Context: an optimization exercise on an open-source flow, tuned for small area and a short achievable clock period. The choices shown serve that exercise and are no tape-out recipe.
In this exercise RTL edits were held to simulation tests only and were not proved equivalent to the original.
Power and IR drop assume default switching activity.

==> v30: inputs <==
Design tile_top, start of the top module:
module tile_top (
	input  logic                                      clk,
	input  logic                                      reset,
	input  logic                                      i_run,
	input  logic                                      i_cfg_req,
	input  logic [48-1:0]                   i_cfg,
	output logic                                      o_cfg_ack,
	input  logic [4*17-1:0]    i_flit_in,
	output logic [4*17-1:0]    o_flit_out
);
	logic [51-1:0] word;
	logic word_valid;
	logic [3:0] alu_op;
	logic [16-1:0] alu_a;
	logic [16-1:0] alu_b;
	logic [42-1:0] alu_mcsa;
	logic [16-1:0] alu_result;
	logic res_valid;
	logic treg_we;
	logic loop_we;
	logic [4-1:0] route_alu;
	logic [4-1:0] route_treg;
	logic [4*17-1:0] pass;
	logic [17-1:0] treg;
	fetch_stage u_fetch (
		.clk          (clk),
		.reset        (reset),
		.i_run        (i_run),
		.i_cfg_req    (i_cfg_req),
		.i_cfg        (i_cfg),
		.o_cfg_ack    (o_cfg_ack),
		.i_loop_we    (loop_we),
		.i_loop       (alu_b[7:0]),
		.o_word       (word),
		.o_word_valid (word_valid)
	);
	operand_stage u_operand (
		.clk          (clk),
		.reset        (reset),
		.i_run        (i_run),
		.i_word       (word),
		.i_word_valid (word_valid),
		.i_flit_in    (i_flit_in),
		.i_treg       (treg),
		.o_op         (alu_op),
		.o_a          (alu_a),
		.o_b          (alu_b),
		.o_mcsa       (alu_mcsa),
		.o_res_valid  (res_valid),
		.o_treg_we    (treg_we),
		.o_loop_we    (loop_we),
		.o_route_alu  (route_alu),
		.o_route_treg (route_treg),
		.o_pass       (pass)
	);
	tile_alu u_alu (
  ...
==> flow/config.mk <==
export PLATFORM = sky130hd
export DESIGN_NAME = tile_top
export DESIGN_NICKNAME = tile_top
export VERILOG_FILES = /design/flow/design.v
export SDC_FILE = /design/flow/constraint.sdc
export NUM_CORES = 4
export LEC_CHECK = 0
export ABC_CLOCK_PERIOD_IN_PS = 3300
export CAP_MARGIN = 20
export CORE_MARGIN = 2
export CORE_UTILIZATION = 55
export CTS_BUF_LIST = sky130_fd_sc_hd__clkbuf_8
export CTS_CLUSTER_SIZE = 30
export SETUP_SLACK_MARGIN = 3.7
export SLEW_MARGIN = 20
==> flow/constraint.sdc <==
create_clock -name core_clock -period 7.0 [get_ports {clk}]
set_input_delay 1.4000 -clock core_clock [delete_from_list [all_inputs] [get_ports {clk}]]
set_output_delay 1.4000 -clock core_clock [all_outputs]
set_load 0.01 [all_outputs]
run.sh (not shown) runs the stock make flow with config.mk's settings and CLKGATE_MAP_FILE= SYNTH_SCRIPT=/design/flow/synth_recipe.tcl, a recipe that flattens the netlist after the stock synthesis.
==> v28 (differences from v30) <==
--- a/flow/design.v
+++ b/flow/design.v
@@ -353,20 +353,20 @@
 	assign o_csa[39] = s32;
 	assign o_csa[40] = s33;
 	assign o_csa[41] = pp7_1;
 endmodule
 module tile_alu (
 	input  logic [3:0]              i_op,
 	input  logic [16-1:0] i_a,
-	input  logic [16-1:0] i_b,
+	input  logic [16-1:0] i_b,       
+	input  logic                    i_sub,     
 	input  logic [42-1:0] i_csa,
 	output logic [16-1:0] o_result
 );
 	logic [3:0] shamt;
-	logic sub;
 	logic [16:0] sum;
 	logic [16-1:0] a_rev;
 	logic [16-1:0] shl_in;
 	logic [16-1:0] shl;
 	logic [16-1:0] shl_rev;
 	logic [16-1:0] prod;
 	logic [16-1:0] prod_x;
@@ -458,16 +458,15 @@
 	assign s54 = c41 ^ s42 ^ i_csa[37];
 	assign c54 = (c41 & s42) | (c41 & i_csa[37]) | (s42 & i_csa[37]);
 	assign s55 = c42 ^ s43 ^ i_csa[41];
 	assign c55 = (c42 & s43) | (c42 & i_csa[41]) | (s43 & i_csa[41]);
 	assign prod_x = {c54, c53, c52, c51, c50, c49, c48, c47, c46, c45, c44, s44, i_csa[4], i_csa[3], i_csa[2], i_csa[0]};
 	assign prod_y = {s55, s54, s53, s52, s51, s50, s49, s48, s47, s46, s45, i_csa[7], 1'b0, 1'b0, 1'b0, i_csa[1]};
 	assign prod = prod_x + prod_y;
-	assign sub = i_op != 4'd1;
-	assign sum = {1'b0, i_a} + {1'b0, i_b ^ {16{sub}}} + {{16{1'b0}}, sub};
+	assign sum = {1'b0, i_a} + {1'b0, i_b} + {{16{1'b0}}, i_sub};
 	assign shamt = i_b[3:0];
 	always_comb begin
 		for (int k = 0; k < 16; k++) begin
 			a_rev[k] = i_a[16-1-k];
 			shl_rev[k] = shl[16-1-k];
 		end
 	end
@@ -601,15 +600,16 @@
 	input  logic                                      i_run,
 	input  logic [51-1:0]                  i_word,
 	input  logic                                      i_word_valid,
 	input  logic [4*17-1:0]    i_flit_in,
 	input  logic [17-1:0]                   i_treg,
 	output logic [3:0]                                o_op,
 	output logic [16-1:0]                   o_a,
-	output logic [16-1:0]                   o_b,
+	output logic [16-1:0]                   o_b,            
+	output logic                                      o_sub,          
 	output logic [42-1:0]                   o_mcsa,         
 	output logic                                      o_res_valid,    
 	output logic                                      o_treg_we,      
 	output logic                                      o_loop_we,      
 	output logic [4-1:0]                 o_route_alu,    
 	output logic [4-1:0]                 o_route_treg,   
 	output logic [4*17-1:0]    o_pass          
@@ -627,14 +627,15 @@
 	logic [4:0] nz;
 	logic p_valid;
 	logic p_nz;
 	logic pred_pass;
 	logic a_ok;
 	logic b_ok;
 	logic fire;
+	logic is_sub;
 	logic [42-1:0] mcsa;
 	assign opcode = i_word[50:47];
 	assign a_sel = i_word[46:42];
 	assign b_sel = i_word[40:36];
 	assign src_p = i_word[32:30];
 	assign imm = i_word[15:0];
 	assign route = i_word[27:16];
@@ -708,19 +709,21 @@
 		end
 	end
 	tile_mul_front u_mul_front (
 		.i_a   (a_data),
 		.i_b   (b_data),
 		.o_csa (mcsa)
 	);
+	assign is_sub = opcode == 4'd2 || opcode == 4'd10;
 	always_ff @(posedge clk) begin
 		if (i_run) begin
 			o_op <= opcode;
 			o_a <= (opcode == 4'd9 && !a_valid) ? b_data : a_data;
-			o_b <= b_data;
+			o_b <= b_data ^ {16{is_sub}};
+			o_sub <= is_sub;
 			o_mcsa <= mcsa;
 			for (int d = 0; d < 4; d++) begin
 				o_pass[d*17 +: 16] <=
 					i_flit_in[route[3*d +: 2]*17 +: 16];
 			end
 		end
 	end
@@ -796,14 +799,15 @@
 	output logic [4*17-1:0]    o_flit_out
 );
 	logic [51-1:0] word;
 	logic word_valid;
 	logic [3:0] alu_op;
 	logic [16-1:0] alu_a;
 	logic [16-1:0] alu_b;
+	logic alu_sub;
 	logic [42-1:0] alu_mcsa;
 	logic [16-1:0] alu_result;
 	logic res_valid;
 	logic treg_we;
 	logic loop_we;
 	logic [4-1:0] route_alu;
 	logic [4-1:0] route_treg;
@@ -828,26 +832,28 @@
 		.i_word       (word),
 		.i_word_valid (word_valid),
 		.i_flit_in    (i_flit_in),
 		.i_treg       (treg),
 		.o_op         (alu_op),
 		.o_a          (alu_a),
 		.o_b          (alu_b),
+		.o_sub        (alu_sub),
 		.o_mcsa       (alu_mcsa),
 		.o_res_valid  (res_valid),
 		.o_treg_we    (treg_we),
 		.o_loop_we    (loop_we),
 		.o_route_alu  (route_alu),
 		.o_route_treg (route_treg),
 		.o_pass       (pass)
 	);
 	tile_alu u_alu (
 		.i_op     (alu_op),
 		.i_a      (alu_a),
 		.i_b      (alu_b),
+		.i_sub    (alu_sub),
 		.i_csa    (alu_mcsa),
 		.o_result (alu_result)
 	);
 	execute_stage u_execute (
 		.clk          (clk),
 		.reset        (reset),
 		.i_run        (i_run),
==> flow/flow/run.sh (new file) <==
#!/bin/bash
# The standard layout, with plain buffers (not delay cells) on the ports.
set -o pipefail
export BUFFER_PORTS_ARGS="-buffer_cell sky130_fd_sc_hd__buf_1"
bash standard.sh finish > standard.log 2>&1
==> flow/standard.sh (new file) <==
#!/bin/bash
# synth_recipe.tcl (not shown) runs the flow's synth.tcl, then flattens the netlist and writes it again
# the make line also repeats each setting of config.mk as NAME=value (left out here)
make -C /OpenROAD-flow-scripts/flow DESIGN_CONFIG=/design/flow/config.mk WORK_HOME=/design/flow/orfs CLKGATE_MAP_FILE= SYNTH_SCRIPT=/design/flow/synth_recipe.tcl "${@:-finish}"
- CORE_UTILIZATION: 55 -> 65
- CTS_CLUSTER_DIAMETER: not set -> 45
- CTS_CLUSTER_SIZE: 30 -> 20
- SETUP_SLACK_MARGIN: 3.7 -> 4.2
removed: flow/run.sh
==> comparison table <==
Result of the run: v30 finished clean; v28 finished clean
Data arrival time of the critical path: v30 4180 ps; v28 3980 ps
Met1 usage: v30 46.3%; v28 51.4%
Tightest slew margin relative to the limit: v30 24.1%; v28 21.9%
Longest individual stage delay on the worst path: v30 570 ps; v28 490 ps
Standard cell with the maximum stage delay on the critical path: v30 sky130_fd_sc_hd__or4b_4; v28 sky130_fd_sc_hd__fa_1
WL met1: v30 58.0 mm; v28 51.7 mm
Clock buffers and inverters, area share: v30 5.28%; v28 4.46%
Via count: v30 33016; v28 33399
Logic gate share of total power: v30 29.4%; v28 32.4%
Met2 track utilization from global routing: v30 58.9%; v28 66.7%
Tap cell instance count: v30 1070; v28 940
Final-layout clock buffer total: v30 169; v28 104
Xor and xnor area share after synthesis: v30 1.55%; v28 1.54%
Total iterations of the first detailed-routing run: v30 8; v28 13
Die Height: v30 293 um; v28 270 um
Clock transition at path regs: v30 60 ps; v28 100 ps
Fillcell total: v30 5785; v28 3888
Share of cell area taken by multi-input logic gates: v30 30.6%; v28 31.4%
P_leak: v30 19.4 nW; v28 18.8 nW
Tightest hold margin: v30 461 ps; v28 468 ps
Number of signal-net inverters in the final layout: v30 101; v28 96
Register area: v30 29100 sq um; v28 29200 sq um
Routed wire length per instance: v30 32.1 um; v28 34.5 um
Initial antenna violation count: v30 10; v28 15
Data required time of the critical path: v30 7560 ps; v28 7470 ps

-- port drivers added, routing unchanged --
In the flow no input, the clock included, has a driving cell. The finished layouts below were timed again as built, in two steps. Step 1 sets driving cells, clkbuf_16 on the clock port and buf_2 on the other inputs (assumed; they add their load-dependent delay and slew). Step 2, shift: input delay + t, output delay - t, t = (earliest + latest rising clock arrival at the registers) / 2. This alone moves slack from input paths to output paths. a / b / c = ideal / step 1 / step 2; a / b = the first two.
run	t, ns	slack for setup (ns)	slew at the worst register clock pin (ns)
v30	0.889	3.382 / 3.382 / 2.779	0.07 / 0.07
v28	0.800	3.494 / 3.510 / 2.709	0.11 / 0.11
After both steps every run listed still meets setup and hold. For v28, which loses most, drivers alone change the setup slack by +0.016 ns; drivers and shift together by -0.785 ns.
